Context: an optimization exercise on an open-source flow, tuned for small area, a short achievable clock period and few clock cycles. The choices shown serve that exercise and are no tape-out recipe.
At most, simulation tests tie the RTL to the original design; equivalence was not proved.

main:
==> flow/design.v (excerpt) <==
module hyperloglog_sketch_core (
  input  logic        clk,
  input  logic        rst_n,
  input  logic        in_valid,
  output logic        in_ready,
  input  logic [2:0]  in_opcode,
  input  logic [31:0] in_hash_value,
  input  logic [9:0]  in_reg_index,
  input  logic [4:0]  in_reg_value,
  output logic        out_valid,
  input  logic        out_ready,
  output logic [4:0]  out_read_value,
  output logic [31:0] out_cardinality,
  output logic        out_saturated,
  output logic        out_changed
);
Size: roughly 9500 cells after synthesis, about 3100 flip-flops, about 130000 sq um of cells after synthesis.
Settings: LEC_CHECK=0, ABC_CLOCK_PERIOD_IN_PS=3000, CAP_MARGIN=30, CORE_MARGIN=2, CORE_UTILIZATION=30, SETUP_SLACK_MARGIN=5, SLEW_MARGIN=30; clock period 11.0 ns.
run.sh (not shown) runs the stock make flow with config.mk's settings and CLKGATE_MAP_FILE= SYNTH_SCRIPT=/design/flow/synth_recipe.tcl, a recipe that flattens the netlist after the stock synthesis.
Testbench counts of main, summed over its fixed seeds: cycles 15,284.
Inputs modified between main and the feature branch:
-- flow/design.v --
<<< main, line 87
  logic [11:0] rom_r;
  logic [11:0] rom_card;
  logic        done_n;
  logic        push_r;
  logic [41:0] rem_sh;
  logic [41:0] dsr;
>>> the feature branch, line 87
  logic [11:0] rom_r;
  logic [11:0] rom_card;
  logic [41:0] rem_sh;
  logic [41:0] dsr;
<<< main, line 121
  assign r_sat   = (rem_r[37:32] != 6'd0);
  always_comb begin
    done_n = 1'b0;
    case (state_r)
      U_CMP:   done_n = !hold && ((lin_r && zn_r) || (!lin_r && top_r));
      U_DIV:   done_n = (cnt_r == 6'd1) && !large_r;
      U_FIN:   done_n = 1'b1;
      default: done_n = 1'b0;
    endcase
  end
  always_ff @(posedge clk) begin
    if (!rst_n) begin
      push_r <= 1'b0;
    end else begin
      push_r <= done_n;
    end
  end
  assign push = push_r;
  always_ff @(posedge clk) begin
    if (!rst_n) begin
>>> the feature branch, line 119
  assign r_sat   = (rem_r[37:32] != 6'd0);
  always_comb begin
    push = 1'b0;
    case (state_r)
      U_CMP:   push = !hold && ((lin_r && zn_r) || (!lin_r && top_r));
      U_DIV:   push = (cnt_r == 6'd1) && !large_r;
      U_FIN:   push = 1'b1;
      default: push = 1'b0;
    endcase
  end
  always_ff @(posedge clk) begin
    if (!rst_n) begin
<<< main, line 328
  logic [4:0]  wval3_r;
  logic        dv_r;
  logic [31:0] dm_r;       
  logic        dn_r;       
  logic [1:0]  dz_r;
  logic [40:0] s_r;
>>> the feature branch, line 318
  logic [4:0]  wval3_r;
  logic        dv_r;
  logic [32:0] ds_r;
  logic [1:0]  dz_r;
  logic [40:0] s_r;
<<< main, line 362
  logic        room_n;
  logic        block_n;
  logic [31:0] th_new;
  logic [31:0] th_old;
  logic [40:0] s_add;
  logic [41:0] s_sum;
  logic [31:0] card;
  logic        sat;
>>> the feature branch, line 351
  logic        room_n;
  logic        block_n;
  logic [32:0] t_new;
  logic [32:0] t_old;
  logic [31:0] card;
  logic        sat;
<<< main, line 449
  assign push_rd  = est_push ? 5'd0 : ((op1_r == hll_pkg::OP_READ) ? rd : 5'd0);
  assign push_chg = !est_push && is_am && gt;
  always_comb begin
    for (int i = 0; i < 32; i++) begin
      th_new[i] = (wval2_r >= 5'(31 - i));
      th_old[i] = (old2_r >= 5'(31 - i));
    end
  end
  assign s_add = dn_r ? ~{9'd0, dm_r} : {9'd0, dm_r};
  assign s_sum = {s_r, 1'b1} + {s_add, dn_r};
  always_ff @(posedge clk) begin
    dm_r <= th_new ^ th_old;
    dn_r <= (wval2_r > old2_r);
    dz_r <= 2'(wval2_r == 5'd0) - 2'(old2_r == 5'd0);
    if (!rst_n) begin
>>> the feature branch, line 436
  assign push_rd  = est_push ? 5'd0 : ((op1_r == hll_pkg::OP_READ) ? rd : 5'd0);
  assign push_chg = !est_push && is_am && gt;
  assign t_new = 33'h0_8000_0000 >> wval2_r;
  assign t_old = 33'h0_8000_0000 >> old2_r;
  always_ff @(posedge clk) begin
    ds_r <= t_new - t_old;
    dz_r <= 2'(wval2_r == 5'd0) - 2'(old2_r == 5'd0);
    if (!rst_n) begin
<<< main, line 468
      dv_r <= we2_r;
      if (dv_r) begin
        s_r <= s_sum[41:1];
        z_r <= z_r + {{8{dz_r[1]}}, dz_r};
      end
>>> the feature branch, line 448
      dv_r <= we2_r;
      if (dv_r) begin
        s_r <= s_r + {{8{ds_r[32]}}, ds_r};
        z_r <= z_r + {{8{dz_r[1]}}, dz_r};
      end
<<< main, line 499
        est_head_r <= 1'b0;
      end
      case ({push, pop})
        2'b10:   cnt_r <= cnt_r + 3'd1;
        2'b01:   cnt_r <= cnt_r - 3'd1;
        default: cnt_r <= cnt_r;
      endcase
      out_valid_r <= push || (cnt_r >= 3'd2) || ((cnt_r == 3'd1) && !pop);
    end
  end
>>> the feature branch, line 479
        est_head_r <= 1'b0;
      end
      cnt_r       <= cnt_r + 3'(push) - 3'(pop);
      out_valid_r <= (cnt_r + 3'(push) - 3'(pop)) != 3'd0;
    end
  end
### Flow results
main reports its launching instance or port of the critical path as dn_r$_DFF_P_ while the feature branch reports u_est.rem_r[41]$_DFFE_PP_. Clock network latency to the later pin of the worst-skew pair: the feature branch lower than main. Comparing main and the feature branch, vias after detailed routing is lower on main. Looking at part of the cycle the worst path needs, the feature branch sits 1.2 points above main. The feature branch ended up with a lower total of clock buffers placed in the layout than main did. Delta(worst setup slack, the feature branch - main) < 0. From main to the feature branch the numbers moved as follows: global-route usage barely changed, sequential share of layout area saw a decrease, fraction of the mapped netlist area in compound gates picked up an extra 0.20 points.
Only the layout flow was run in the feature branch; the RTL was not checked for function there.

---

rev 12:
hyperloglog_sketch_core again, from the RTL that the note above started with.
// hyperloglog_sketch_core
module hyperloglog_sketch_core (
  input  logic        clk,
  input  logic        rst_n,
  input  logic        in_valid,
  output logic        in_ready,
  input  logic [2:0]  in_opcode,
  input  logic [31:0] in_hash_value,
  input  logic [9:0]  in_reg_index,
  input  logic [4:0]  in_reg_value,
  output logic        out_valid,
  input  logic        out_ready,
  output logic [4:0]  out_read_value,
  output logic [31:0] out_cardinality,
  output logic        out_saturated,
  output logic        out_changed
);
  localparam int unsigned NG = 16;           
  logic        rst_q;
  logic        in_ready_r;
  logic [2:0]  owed_r;     
  logic        vr_r;
  logic [2:0]  opr_r;
  logic [8:0]  idxr_r;
  logic [31:0] selr_r;     
  logic [22:0] wr_r;
  logic [4:0]  valr_r;
  logic        v1_r;
  logic [2:0]  op1_r;
  logic [8:0]  idx1_r;
  logic [NG-1:0]   sel1_r;  
  logic [4:0]  nv1_r;
  logic [5*NG-1:0] part_r;
  logic [NG-1:0]   pgt_r;   
  logic        mx_r;       
  logic        mw_r;       
  logic        gtx_r;      
  logic        gtw_r;      
  logic        we2_r;
  logic [8:0]  widx2_r;
  logic [4:0]  wval2_r;
  logic [4:0]  old2_r;
  logic        we3_r;
  logic [4:0]  wval3_r;
  logic        dv_r;
  logic [31:0] dm_r;       
  logic        dn_r;       
  logic [1:0]  dz_r;
  logic [40:0] s_r;
  logic [9:0]  z_r;
  logic [2:0]  cnt_r;
  logic        out_valid_r;
  logic [4:0]  q_rd_r  [4];
  logic        q_chg_r [4];
  logic        est_head_r;  
  logic        eb_r;
  logic        accept;
  logic        pop;
  logic [5*NG-1:0] part;
  logic [NG-1:0]   pgt;
  logic [4:0]  rd_raw;
  logic [4:0]  rd;
  logic [4:0]  rank;
  logic [8:0]  idx_in;
  logic [4:0]  nvr;
  logic        gt_raw;
  logic        is_am;
  logic        gt;
  logic        do_wr;
  logic        push_x;
  logic        est_req;
  logic        est_push;
  logic        push;
  logic [4:0]  push_rd;
  logic        push_chg;
  logic [2:0]  wpos;
  logic        est_pop;
  logic        room_n;
  logic        block_n;
  logic [31:0] th_new;
  logic [31:0] th_old;
  logic [40:0] s_add;
  logic [41:0] s_sum;
  logic [31:0] card;
  logic        sat;
  ...
export LEC_CHECK = 0
export CAP_MARGIN = 70
export CORE_MARGIN = 2
export CORE_UTILIZATION = 30
export SETUP_SLACK_MARGIN = 5
export SLEW_MARGIN = 70
create_clock -name core_clock -period 11.0 [get_ports {clk}]
Looking at the reports, rev 12 completed the entire flow and the layout it produced met the timing, design-rule and antenna checks.
Testbench counts of rev 12, summed over its fixed seeds: cycles 15,284.
For rev 13, these inputs were changed with respect to rev 12:
-- flow/design.v --
<<< rev 12, line 89
  logic        done_n;
  logic        push_r;
  logic [41:0] rem_sh;
  logic [41:0] dsr;
  logic [42:0] rem_add;
  logic [41:0] rem_nxt;
  logic [31:0] ln2_ext;
>>> rev 13, line 89
  logic        done_n;
  logic        push_r;
  logic [31:0] card_r;
  logic        osat_r;
  logic [41:0] rem_sh;
  logic [41:0] rem_pls;
  logic [41:0] rem_mns;
  logic [41:0] rem_nxt;
  logic [31:0] ln2_ext;
<<< rev 12, line 111
  end
  assign rem_sh  = {rem_r[40:0], nd_r[2]};
  assign dsr     = rem_r[41] ? {1'b0, s} : ~{1'b0, s};
  assign rem_add = {rem_sh, 1'b1} + {dsr, !rem_r[41]};
  assign rem_nxt = rem_add[42:1];
  assign ln2_ext = {2'b00, hll_pkg::LN2_Q30};
  assign mplier  = (state_r == U_MUL) ? ln2_ext : q_r[47:16];
>>> rev 13, line 113
  end
  assign rem_sh  = {rem_r[40:0], nd_r[2]};
  assign rem_pls = rem_sh + {1'b0, s};
  assign rem_mns = rem_sh - {1'b0, s};
  assign rem_nxt = rem_r[41] ? rem_pls : rem_mns;
  assign ln2_ext = {2'b00, hll_pkg::LN2_Q30};
  assign mplier  = (state_r == U_MUL) ? ln2_ext : q_r[47:16];
<<< rev 12, line 138
  assign push = push_r;
  always_ff @(posedge clk) begin
    if (!rst_n) begin
      state_r   <= U_IDLE;
      q_r[31:0] <= '0;
      sat_r     <= 1'b0;
    end else begin
      if (clear) begin
        q_r[31:0] <= '0;
        sat_r     <= 1'b0;
      end
      case (state_r)
        U_IDLE: begin
>>> rev 13, line 140
  assign push = push_r;
  always_ff @(posedge clk) begin
    if (!rst_n || clear) begin
      card_r <= '0;
      osat_r <= 1'b0;
    end else if (push_r) begin
      card_r <= q_r[31:0];
      osat_r <= sat_r;
    end
  end
  always_ff @(posedge clk) begin
    if (!rst_n) begin
      state_r   <= U_IDLE;
    end else begin
      case (state_r)
        U_IDLE: begin
<<< rev 12, line 247
    end
  end
  assign card = q_r[31:0];
  assign sat  = sat_r;
endmodule
module hll_lin_rom (
>>> rev 13, line 252
    end
  end
  assign card = card_r;
  assign sat  = osat_r;
endmodule
module hll_lin_rom (
<<< rev 12, line 328
  logic [4:0]  wval3_r;
  logic        dv_r;
  logic [31:0] dm_r;       
  logic        dn_r;       
  logic [1:0]  dz_r;
>>> rev 13, line 333
  logic [4:0]  wval3_r;
  logic        dv_r;
  logic [40:0] ds_r;       
  logic        dn_r;       
  logic [1:0]  dz_r;
<<< rev 12, line 364
  logic [31:0] th_new;
  logic [31:0] th_old;
  logic [40:0] s_add;
  logic [41:0] s_sum;
  logic [31:0] card;
>>> rev 13, line 369
  logic [31:0] th_new;
  logic [31:0] th_old;
  logic [31:0] dm;
  logic        dn;
  logic [41:0] s_sum;
  logic [31:0] card;
<<< rev 12, line 391
    idxr_r <= idx_in;
    for (int k = 0; k < 32; k++) begin
      selr_r[k] <= (idx_in[4:0] == 5'(k));
    end
    wr_r   <= in_hash_value[22:0];
>>> rev 13, line 397
    idxr_r <= idx_in;
    for (int k = 0; k < 32; k++) begin
      selr_r[k] <= (in_opcode == hll_pkg::OP_ADD) ? (in_hash_value[4:0] == 5'(k))
                                                  : (in_reg_index[4:0] == 5'(k));
    end
    wr_r   <= in_hash_value[22:0];
<<< rev 12, line 455
    end
  end
  assign s_add = dn_r ? ~{9'd0, dm_r} : {9'd0, dm_r};
  assign s_sum = {s_r, 1'b1} + {s_add, dn_r};
  always_ff @(posedge clk) begin
    dm_r <= th_new ^ th_old;
    dn_r <= (wval2_r > old2_r);
    dz_r <= 2'(wval2_r == 5'd0) - 2'(old2_r == 5'd0);
    if (!rst_n) begin
>>> rev 13, line 462
    end
  end
  assign dm    = th_new ^ th_old;
  assign dn    = (wval2_r > old2_r);
  assign s_sum = {s_r, 1'b1} + {ds_r, dn_r};
  always_ff @(posedge clk) begin
    ds_r <= dn ? ~{9'd0, dm} : {9'd0, dm};
    dn_r <= dn;
    dz_r <= 2'(wval2_r == 5'd0) - 2'(old2_r == 5'd0);
    if (!rst_n) begin
Findings:
- Share of the synthesized area in compound gates (AO/OA/AOI/OAI): rev 12 vs rev 13, no meaningful difference
- Rev 13 | status: complete | timing, DRC, antenna: pass
- Status: utilization parity (rev 12, rev 13)
- After detailed routing, rev 12 needs less wire than rev 13.
- In rev 13 the largest driver fanout on the critical path turned out 1 lower than in rev 12.
- A library cell contributing the largest single delay on the critical path of sky130_fd_sc_hd__or4_1 is what rev 13 shows, while sky130_fd_sc_hd__clkdlybuf4s50_1 belongs to rev 12.
- Across both runs, final-layout fill cell count was higher for rev 13 than for rev 12.
For rev 13, only the layout was checked, not whether the RTL still works.

[separate check: timing with driven ports]
No port has a modelled driver above. Below, the same layouts with a new extraction and two added sets of constraints.
Step 1 assumes that a clkbuf_16 drives the clock port and a buf_2 every other input.
Step 2, shift: input delay + t, output delay - t, t = (earliest + latest rising clock arrival at the registers) / 2. This alone moves slack from input paths to output paths.
a / b / c = ideal / step 1 / step 2; a / b = the first two.
run	t, ns	setup WS [ns]	slew at the worst register clock pin (ns)	worst data-port slew with drivers (ns)	cell pins on the clock port's net
main	1.035	6.376 / 6.376 / 5.976	0.07 / 0.07	0.06	1
the feature branch	1.010	6.247 / 6.247 / 5.991	0.07 / 0.07	0.05	1
rev 12	1.024	6.671 / 6.559 / 6.314	0.07 / 0.07	0.06	1
rev 13	0.968	5.789 / 5.789 / 5.789	0.07 / 0.07	0.05	1
After both steps setup and hold are still met in every run listed. The setup slack of main, which loses most, moves by 0.000 ns with the drivers and by -0.400 ns with both steps.
